From an optimization exercise on the open Yosys and OpenROAD flow, aimed at small area; shortcuts taken in it are not production practice. The RTL was checked by simulation tests, not by an equivalence proof against the original design.

Setup of the baseline:
==> flow/design.v (excerpt) <==
module rv_decode_top
(
  input  logic           i_clk,
  input  logic           i_rst_n,
  input  logic           i_inst_valid,
  input  rv_isa_pkg::rv_inst_t       i_inst,
  input  rv_core_pkg::rv_word_t       i_pc,
  input  logic           i_flush,
  input  logic           i_wb_valid,
  input  rv_isa_pkg::rv_reg_idx_t    i_wb_rd,
  input  rv_core_pkg::rv_word_t       i_wb_data,
  input  logic           i_ex_valid,
  input  rv_isa_pkg::rv_reg_idx_t    i_ex_rd,
  input  rv_core_pkg::rv_word_t       i_ex_data,
  output logic           o_id_valid,
  output rv_core_pkg::rv_word_t       o_id_pc,
  output rv_isa_pkg::rv_reg_idx_t    o_id_rs1,
  output rv_isa_pkg::rv_reg_idx_t    o_id_rs2,
  output rv_isa_pkg::rv_reg_idx_t    o_id_rd,
  output rv_core_pkg::rv_word_t       o_id_rs1_value,
  output rv_core_pkg::rv_word_t       o_id_rs2_value,
  output rv_core_pkg::rv_word_t       o_id_imm,
  output rv_core_pkg::rv_alu_cmd_e    o_id_alu_cmd,
  output rv_core_pkg::rv_alu_src_e    o_id_alu_src1,
  output rv_core_pkg::rv_alu_src_e    o_id_alu_src2,
  output rv_core_pkg::rv_mem_access_e o_id_mem_access,
  output logic [2:0]     o_id_mem_width,
  output logic           o_id_illegal
);
==> module rv_rf_read, before the edit <==
module rv_rf_read
(
  input  logic [32-1:1][32-1:0] i_regs,
  input  logic [32-1:1]               i_sel,
  input  logic                                   i_ovr,
  input  rv_core_pkg::rv_word_t                  i_ovr_data,
  output rv_core_pkg::rv_word_t                  o_value
);
  logic [31:0] sel;
  assign sel = {i_sel, i_ovr};
  for (genvar b = 0; b < 32; b++) begin : g_bit
    logic [31:0] d;
    logic [10:0] g;   
    logic [2:0]  n;
    assign d[0] = i_ovr_data[b];
    for (genvar k = 1; k < 32; k++) begin : g_d
      assign d[k] = i_regs[k][b];
    end
    for (genvar j = 0; j < 10; j++) begin : g_aoi
      rv_aoi222 u_aoi (.a1(sel[3*j]), .a2(d[3*j]), .b1(sel[3*j+1]), .b2(d[3*j+1]),
                       .c1(sel[3*j+2]), .c2(d[3*j+2]), .y(g[j]));
    end
    rv_aoi222 u_aoi_last (.a1(sel[30]), .a2(d[30]), .b1(sel[31]), .b2(d[31]),
                          .c1(sel[31]), .c2(d[31]), .y(g[10]));
    rv_nand4 u_n0 (.a(g[0]), .b(g[1]), .c(g[2]), .d(g[3]), .y(n[0]));
    rv_nand4 u_n1 (.a(g[4]), .b(g[5]), .c(g[6]), .d(g[7]), .y(n[1]));
    rv_nand3 u_n2 (.a(g[8]), .b(g[9]), .c(g[10]), .y(n[2]));
    rv_or3   u_o  (.a(n[0]), .b(n[1]), .c(n[2]), .y(o_value[b]));
  end
endmodule
==> module rv_or3, before the edit <==
module rv_or3 (input logic a, b, c, output logic y);
  assign y = a || b || c;
endmodule
==> flow/config.mk <==
export PLATFORM = sky130hd
export DESIGN_NAME = rv_decode_top
export DESIGN_NICKNAME = rv_decode_top
export VERILOG_FILES = /design/flow/design.v
export SDC_FILE = /design/flow/constraint.sdc
export NUM_CORES = 4
export LEC_CHECK = 0
export CAP_MARGIN = 20
export CORE_MARGIN = 2
export CORE_UTILIZATION = 50
export SETUP_SLACK_MARGIN = 0.3
export SLEW_MARGIN = 20
export SYNTH_HIERARCHICAL = 1
export BUFFER_PORTS_ARGS = -buffer_cell sky130_fd_sc_hd__buf_1
export CTS_ARGS = -sink_clustering_enable -repair_clock_nets -dont_use_dummy_load -buf_list {sky130_fd_sc_hd__clkbuf_4} -root_buf sky130_fd_sc_hd__clkbuf_16 -tree_buf sky130_fd_sc_hd__clkbuf_8 -sink_clustering_size 10 -sink_clustering_max_diameter 35
==> flow/constraint.sdc <==
create_clock -name core_clock -period 5.0 [get_ports {i_clk}]
set_input_delay 1.0000 -clock core_clock [delete_from_list [all_inputs] [get_ports {i_clk}]]
set_output_delay 1.0000 -clock core_clock [all_outputs]
set_load 0.01 [all_outputs]
standard.sh (not shown) runs the stock make flow with config.mk's settings and CLKGATE_MAP_FILE= SYNTH_SCRIPT=/design/flow/synth_recipe.tcl, a recipe that flattens the netlist after the stock synthesis.
==> flow/flow/run.sh <==
#!/bin/bash
# The standard layout (standard.sh, its synthesis unchanged) with two changes:
# the port buffers are buf_1 instead of the default delay buffer, and clock tree
# synthesis has no dummy loads and uses clkbuf_4 at the leaves (clusters of at
# most 10 sinks), clkbuf_8 inside the tree and clkbuf_16 at the root.
set -euo pipefail
cat >> config.mk <<'EOT'
export BUFFER_PORTS_ARGS = -buffer_cell sky130_fd_sc_hd__buf_1
export CTS_ARGS = -sink_clustering_enable -repair_clock_nets -dont_use_dummy_load -buf_list {sky130_fd_sc_hd__clkbuf_4} -root_buf sky130_fd_sc_hd__clkbuf_16 -tree_buf sky130_fd_sc_hd__clkbuf_8 -sink_clustering_size 10 -sink_clustering_max_diameter 35
EOT
bash standard.sh > standard.log 2>&1
Edits applied to the flow inputs when going from the baseline to the candidate:
--- a/flow/design.v
+++ b/flow/design.v
@@ -330,12 +330,11 @@
       rv_aoi222 u_aoi (.a1(sel[3*j]), .a2(d[3*j]), .b1(sel[3*j+1]), .b2(d[3*j+1]),
                        .c1(sel[3*j+2]), .c2(d[3*j+2]), .y(g[j]));
     end
-    rv_aoi222 u_aoi_last (.a1(sel[30]), .a2(d[30]), .b1(sel[31]), .b2(d[31]),
-                          .c1(sel[31]), .c2(d[31]), .y(g[10]));
+    rv_nand2 u_g10 (.a(sel[30]), .b(d[30]), .y(g[10]));
     rv_nand4 u_n0 (.a(g[0]), .b(g[1]), .c(g[2]), .d(g[3]), .y(n[0]));
     rv_nand4 u_n1 (.a(g[4]), .b(g[5]), .c(g[6]), .d(g[7]), .y(n[1]));
     rv_nand3 u_n2 (.a(g[8]), .b(g[9]), .c(g[10]), .y(n[2]));
-    rv_or3   u_o  (.a(n[0]), .b(n[1]), .c(n[2]), .y(o_value[b]));
+    rv_ao2111 u_o (.a1(sel[31]), .a2(d[31]), .b(n[0]), .c(n[1]), .d(n[2]), .y(o_value[b]));
   end
 endmodule
 module rv_aoi222 (input logic a1, a2, b1, b2, c1, c2, output logic y);
@@ -347,8 +346,11 @@
 module rv_nand3 (input logic a, b, c, output logic y);
   assign y = !(a && b && c);
 endmodule
-module rv_or3 (input logic a, b, c, output logic y);
-  assign y = a || b || c;
+module rv_nand2 (input logic a, b, output logic y);
+  assign y = !(a && b);
+endmodule
+module rv_ao2111 (input logic a1, a2, b, c, d, output logic y);
+  assign y = (a1 && a2) || b || c || d;
 endmodule
 `timescale 1ns/1ns
 module rv_id_stage
[summary]
In the candidate, the post-route worst setup slack came out 0.011 ns above the value in the baseline.
There was hardly any difference in full die area between the baseline and the candidate.
Any difference in area added between synthesis and finish between the candidate and the baseline is small enough to ignore.
Looking at post-placement setup slack across both flows, the candidate is the weaker of the two, with the baseline ahead.
The flow did not stop early for the candidate: all stages ran, and the layout cleared the timing, DRC and antenna checks.
Looking at the baseline and the candidate, the wire length is a wash.
Maximum frequency: the baseline vs the candidate, no meaningful difference
Changes observed in the candidate relative to the baseline: routed wire length on met3 shows a reduction of 1.7%; transition time at the pin with the least slew margin shows an increase of 0.042 ns; sequential standard cell area shows no meaningful change.
met5 as the highest routed metal layer was reported by the candidate, and met4 by the baseline.
The candidate -> the baseline: XOR/XNOR share of the synthesized area flat

[port drivers added, routing unchanged]
The results above use ideal ports. As a check the final layouts listed here were re-extracted and re-timed, cells and wires unchanged. Step 1 sets driving cells, clkbuf_16 on the clock port and buf_2 on the other inputs (assumed; they add their load-dependent delay and slew). Step 2 times the ports against the registers' clock, not the clock port: input delays grow and output delays shrink by t, the midpoint of the rising clock arrivals with the driver on. Three values: no drivers, after step 1, after step 2; two values: the first two.
run	t (ns)	slack for setup (ns)	worst setup path at the end	slew at the worst register clock pin (ns)	worst slew at a driven data input, ns
the baseline	0.758	0.275 / 0.204 / 0.962	register to output	0.11 / 0.11	0.06
the candidate	0.758	0.286 / 0.215 / 0.973	register to output	0.11 / 0.11	0.06
After both steps every run listed still meets setup and hold.
